From an optimization exercise on the open Yosys and OpenROAD flow, aimed at small area; shortcuts taken in it are not production practice. The RTL was checked by simulation tests, not by an equivalence proof against the original design. Power figures rest on the tool's default switching activity, not on a simulated workload.

Design cgra_tile, start of the top module:
module cgra_tile
(
    input  logic         clk,
    input  logic         reset,
    input  logic         i_start_exec,
    input  logic [63:0]  i_ctrl,
    input  logic [3:0]   i_flit_valid,
    input  logic [127:0] i_flit_data,
    input  logic [31:0]  i_mem_rdata,
    output logic         o_result_valid,
    output logic [31:0]  o_result_data,
    output logic         o_mem_read,
    output logic         o_mem_write,
    output logic [8:0]   o_mem_addr,
    output logic [3:0]   o_mem_be,
    output logic [31:0]  o_mem_wdata,
    output logic [4:0]   o_loop_start,
    output logic [4:0]   o_loop_end
);
For scale: about 240 flip-flops, about 320 I/O pins, roughly 0.015 mm² of cells after synthesis.
==> flow/config.mk <==
export PLATFORM = sky130hd
export DESIGN_NAME = cgra_tile
export DESIGN_NICKNAME = cgra_tile
export VERILOG_FILES = /design/flow/design.v
export SDC_FILE = /design/flow/constraint.sdc
export NUM_CORES = 4
export LEC_CHECK = 0
export CAP_MARGIN = 20
export CORE_MARGIN = 2
export CORE_UTILIZATION = 40
export SLEW_MARGIN = 20
==> flow/constraint.sdc <==
create_clock -name core_clock -period 5.5 [get_ports {clk}]
set_input_delay 1.1000 -clock core_clock [delete_from_list [all_inputs] [get_ports {clk}]]
set_output_delay 1.1000 -clock core_clock [all_outputs]
set_load 0.01 [all_outputs]
standard.sh (not shown) runs the stock make flow with config.mk's settings and CLKGATE_MAP_FILE= SYNTH_SCRIPT=/design/flow/synth_recipe.tcl, a recipe that flattens the netlist after the stock synthesis.
==> flow/flow/run.sh <==
#!/bin/bash
# The standard layout (standard.sh) with these changes to how it is made:
#  - port buffers use the smallest buffer cell,
#  - CTS adds no dummy loads and clusters up to 20 sinks per leaf buffer.
# Each tool's output goes to the logs under orfs/logs; make's own output
# goes to make_finish.log here.
set -euo pipefail
here=$(pwd)
export BUFFER_PORTS_ARGS="-buffer_cell sky130_fd_sc_hd__buf_1"
export CTS_ARGS="-sink_clustering_enable -repair_clock_nets -dont_use_dummy_load -sink_clustering_size 20 -sink_clustering_max_diameter 80"
bash standard.sh finish > make_finish.log 2>&1
The baseline produced a clean layout.
Rerun with:
==> flow/flow/run.sh (replaced) <==
#!/bin/bash
# The standard layout, with the port buffers made from the smallest buffer cell
set -euo pipefail
export BUFFER_PORTS_ARGS="-buffer_cell sky130_fd_sc_hd__buf_1"
bash standard.sh finish > make_finish.log 2>&1
GPL_TIMING_DRIVEN = 0   (was unset)
Critical path depth went down by 5; combinational power went up by about 6%; die area does not change; fmax went down by about 8%; final area went up by 4.7%.
Rerun with:
==> flow/flow/run.sh (replaced) <==
#!/bin/bash
# The standard layout (standard.sh) with three changes to how it is made:
#  - port buffers use the smallest buffer cell,
#  - CTS adds no dummy loads to balance the tree,
#  - after global route, gates off the critical paths are downsized.
set -euo pipefail
export BUFFER_PORTS_ARGS="-buffer_cell sky130_fd_sc_hd__buf_1"
export CTS_ARGS="-sink_clustering_enable -repair_clock_nets -dont_use_dummy_load -sink_clustering_size 30 -sink_clustering_max_diameter 100"
export RECOVER_POWER=100
bash standard.sh finish > make_finish.log 2>&1
GPL_TIMING_DRIVEN = unset   (was 0)
Outcome: This time the run completed, yet does not pass: max-capacitance violations, max-slew violations. Die area is unchanged. Non-clock buffer count fell by 79. Utilization falls by 2.5 points. Clock power fell by 47%. Sequential share of layout area went up by 1.7 points. Design area drops by 5.3%. Register-to-register slack improved by 0.24 ns. Routed wire length goes down by 10%. Setup slack improves by 0.24 ns. Total power went down by 17%. Via count falls by 5.9%.
Rerun with:
==> flow/flow/run.sh (replaced) <==
#!/bin/bash
# The standard layout, with the port buffers made from the smallest buffer cell
set -euo pipefail
export BUFFER_PORTS_ARGS="-buffer_cell sky130_fd_sc_hd__buf_1"
bash standard.sh finish > make_finish.log 2>&1
Result:
- The new run produced a clean layout
- combinational power is about the same
- fmax went up by 4.3%
- non-clock buffer count stays the same
- power rises by 20%
- utilization is higher by 1.8 points
- design area rose by 3.9%
- setup slack gains 0.21 ns
- final cell count came out higher by 1.7%
- first-iteration DRC count fell by 6.7%
- hold slack gets worse by 0.010 ns
- routed wire length went up by 0.84%


## before
cgra_tile, a different RTL version from the one above (not shown whole).
For scale: ~1400 cells after synthesis, about 240 flip-flops, ~13000 µm² of cells after synthesis.
export LEC_CHECK = 0
export CAP_MARGIN = 20
export CELL_PAD_IN_SITES_DETAIL_PLACEMENT = 1
export CELL_PAD_IN_SITES_GLOBAL_PLACEMENT = 1
export CORE_MARGIN = 2
export CORE_UTILIZATION = 40
export SLEW_MARGIN = 20
create_clock -name core_clock -period 5.5 [get_ports {clk}]
==> flow/flow/run.sh <==
#!/bin/bash
# The standard layout (standard.sh) with these changes to how it is made:
#  - abc maps with flow/abc_area_only.script: area-oriented rounds of
#    &dch and &nf with a relaxed delay target, and no buffering or upsizing
#    at the end; the flow's own timing repair then sizes what timing needs,
#  - port buffers use the smallest buffer cell,
#  - CTS adds no dummy loads and clusters up to 14 sinks per leaf clkbuf_8.
# The tools' logs are under orfs/logs; make's own output goes to
# make_finish.log here.
set -euo pipefail
here=$(pwd)
rm -rf "$here/scripts_mod"
cp -r "$FLOW_HOME/scripts" "$here/scripts_mod"
cp "$here/flow/abc_area_only.script" "$here/scripts_mod/abc_speed.script"
export SCRIPTS_DIR="$here/scripts_mod"
export BUFFER_PORTS_ARGS="-buffer_cell sky130_fd_sc_hd__buf_1"
export CTS_ARGS="-sink_clustering_enable -repair_clock_nets -dont_use_dummy_load -sink_clustering_size 14 -sink_clustering_max_diameter 60 -buf_list sky130_fd_sc_hd__clkbuf_8"
bash standard.sh finish > make_finish.log 2>&1
==> flow/flow/abc_area_only.script <==
&get -n
&st
&dch
&nf -R 1000
&st
&dch -f
&nf -R 1000
&st
&dch -f
&nf -R 1000
&st
&dch -f
&nf -R 1000
&put
topo
stime -c
dnsize -c
Input changes introduced in after (baseline for comparison: before):
--- a/flow/flow/run.sh
+++ b/flow/flow/run.sh
@@ -6,3 +6,3 @@
 #  - port buffers use the smallest buffer cell,
-#  - CTS adds no dummy loads and clusters up to 14 sinks per leaf clkbuf_8.
+#  - CTS adds no dummy loads and clusters up to 20 sinks per leaf buffer.
 # The tools' logs are under orfs/logs; make's own output goes to
@@ -16,3 +16,3 @@
 export BUFFER_PORTS_ARGS="-buffer_cell sky130_fd_sc_hd__buf_1"
-export CTS_ARGS="-sink_clustering_enable -repair_clock_nets -dont_use_dummy_load -sink_clustering_size 14 -sink_clustering_max_diameter 60 -buf_list sky130_fd_sc_hd__clkbuf_8"
+export CTS_ARGS="-sink_clustering_enable -repair_clock_nets -dont_use_dummy_load -sink_clustering_size 20 -sink_clustering_max_diameter 80"
 bash standard.sh finish > make_finish.log 2>&1
--- outcome ---
- Highest metal layer with signal wires = met5: after; highest metal layer with signal wires = met4: before
- Looking at data required time at the worst endpoint, after sits 0.07 ns lower than before does.
- Across both runs, count of antenna diodes in the layout was lower for after than for before.
- Comparing after and before, the lower power density over the cells was measured on before.
- after vs. before: number of antenna violations at the first check in global routing up 1, number of standard cells in the layout, taps in and fillers out down 11.
- Diff after and before: clock-cell share of area lower in before


== v21 ==
cgra_tile again, from the RTL that the note above started with.
==> flow/config.mk <==
export PLATFORM = sky130hd
export DESIGN_NAME = cgra_tile
export DESIGN_NICKNAME = cgra_tile
export VERILOG_FILES = /design/flow/design.v
export SDC_FILE = /design/flow/constraint.sdc
export NUM_CORES = 4
export LEC_CHECK = 0
export CAP_MARGIN = 20
export CORE_MARGIN = 2
export CORE_UTILIZATION = 40
export SLEW_MARGIN = 20
==> flow/constraint.sdc <==
create_clock -name core_clock -period 5.5 [get_ports {clk}]
set_input_delay 1.1000 -clock core_clock [delete_from_list [all_inputs] [get_ports {clk}]]
set_output_delay 1.1000 -clock core_clock [all_outputs]
set_load 0.01 [all_outputs]
==> flow/flow/run.sh <==
#!/bin/bash
# The standard layout (standard.sh) with these changes to how it is made:
#  - abc maps with flow/abc_area_only.script: area-oriented rounds of
#    &dch and &nf with a relaxed delay target, and no buffering or upsizing
#    at the end; the flow's own timing repair then sizes what timing needs,
#  - port buffers use the smallest buffer cell,
#  - CTS adds no dummy loads and clusters up to 20 sinks per leaf buffer.
# The tools' logs are under orfs/logs; make's own output goes to
# make_finish.log here.
set -euo pipefail
here=$(pwd)
rm -rf "$here/scripts_mod"
cp -r "$FLOW_HOME/scripts" "$here/scripts_mod"
cp "$here/flow/abc_area_only.script" "$here/scripts_mod/abc_speed.script"
export SCRIPTS_DIR="$here/scripts_mod"
export BUFFER_PORTS_ARGS="-buffer_cell sky130_fd_sc_hd__buf_1"
export CTS_ARGS="-sink_clustering_enable -repair_clock_nets -dont_use_dummy_load -sink_clustering_size 20 -sink_clustering_max_diameter 80"
bash standard.sh finish > make_finish.log 2>&1
Scripts as last shown in full above: flow/flow/abc_area_only.script
Here is what was changed in the inputs of v24 compared with v21.
- an added CELL_PAD_IN_SITES_GLOBAL_PLACEMENT of 1
- an added GPL_TIMING_DRIVEN of 0
- an added CELL_PAD_IN_SITES_DETAIL_PLACEMENT of 1
## What came out
v24 ran to completion and came out clean on the timing, design-rule and antenna checks.
Changes observed in v24 relative to v21: post-route cell area increased about 2%; logic depth of the worst path, buffers included decreased 7; final core area utilization increased 0.97 points.
v24 leaves less setup margin than v21.
Relative to v21, relative area change from synthesis to final layout has increased by 2.4 points in v24.
Compare v24 and v21 | part of the power in combinational logic lower: v21
Higher global-route track usage on met1 was reported by v24, not v21.
Looking at worst path arrival time across v24 and v21, the one that comes out higher is v24.
The launching instance or port of the critical path comes out b1d[0] in one run and sub1 in the other, namely in v21 and v24 respectively.
Against v21, depth of the worst register-to-register path in v24 fell by more than a quarter.
Comparing v24 and v21, the higher count of clock buffers in the final design was measured on v24.
Of the two values seen for top routing layer in use, met5 was produced by v21 and met4 by v24.
#### Input delta (v27 over v24)
- GPL_TIMING_DRIVEN no longer set, was 0
-- flow/flow/run.sh --
<<< v24, line 6
#  - port buffers use the smallest buffer cell,
#  - CTS adds no dummy loads and clusters up to 20 sinks per leaf buffer.
# The tools' logs are under orfs/logs; make's own output goes to
>>> v27, line 6
#  - port buffers use the smallest buffer cell,
#  - CTS adds no dummy loads and clusters up to 25 sinks per leaf buffer.
# The tools' logs are under orfs/logs; make's own output goes to
<<< v24, line 16
export BUFFER_PORTS_ARGS="-buffer_cell sky130_fd_sc_hd__buf_1"
export CTS_ARGS="-sink_clustering_enable -repair_clock_nets -dont_use_dummy_load -sink_clustering_size 20 -sink_clustering_max_diameter 80"
bash standard.sh finish > make_finish.log 2>&1
>>> v27, line 16
export BUFFER_PORTS_ARGS="-buffer_cell sky130_fd_sc_hd__buf_1"
export CTS_ARGS="-sink_clustering_enable -repair_clock_nets -dont_use_dummy_load -sink_clustering_size 25 -sink_clustering_max_diameter 100"
bash standard.sh finish > make_finish.log 2>&1
--- outcome ---
Max freq v24 -> v27: improved
v27 vs v24 — clock network fraction of design power dropped 3.2 points.
On clock edge transition at the registers on the reported setup and hold paths: v27 sits above v24.
v24 went all the way through synthesis, placement and routing and the layout is clean on timing, DRC and antenna.
v27 | stages: all done | timing, DRC, antenna: all pass

==> what the ideal ports hide <==
In the flow no input, the clock included, has a driving cell. The finished layouts below were timed again as built, in two steps. Step 1 assumes that a clkbuf_16 drives the clock port and a buf_2 every other input. Step 2, shift: input delay + t, output delay - t, t = (earliest + latest rising clock arrival at the registers) / 2. This alone moves slack from input paths to output paths. Three values: ideal, step 1, step 2; two values: the first two.
run	t (ns)	setup slack, ns	worst hold slack (ns)	worst setup path after step 2	pins driven straight from the clock port
the first run of note 1	0.528	0.618 / 0.618 / 0.618	0.318 / 0.318 / 0.318	register to register	1
the second run of note 1	0.601	0.212 / 0.212 / 0.212	0.347 / 0.347 / 0.347	register to register	1
the third run of note 1	0.522	0.452 / 0.452 / 0.452	0.337 / 0.337 / 0.337	register to register	1
the fourth run of note 1	0.604	0.660 / 0.660 / 0.660	0.327 / 0.327 / 0.327	register to register	1
before	0.627	0.376 / 0.376 / 0.376	0.341 / 0.341 / 0.341	register to register	1
after	0.551	0.397 / 0.397 / 0.397	0.335 / 0.335 / 0.335	register to register	1
v21	0.542	0.401 / 0.401 / 0.401	0.330 / 0.330 / 0.330	register to register	1
v24	0.548	0.227 / 0.227 / 0.227	0.332 / 0.332 / 0.332	register to register	1
v27	0.531	0.372 / 0.372 / 0.372	0.339 / 0.339 / 0.339	register to register	1
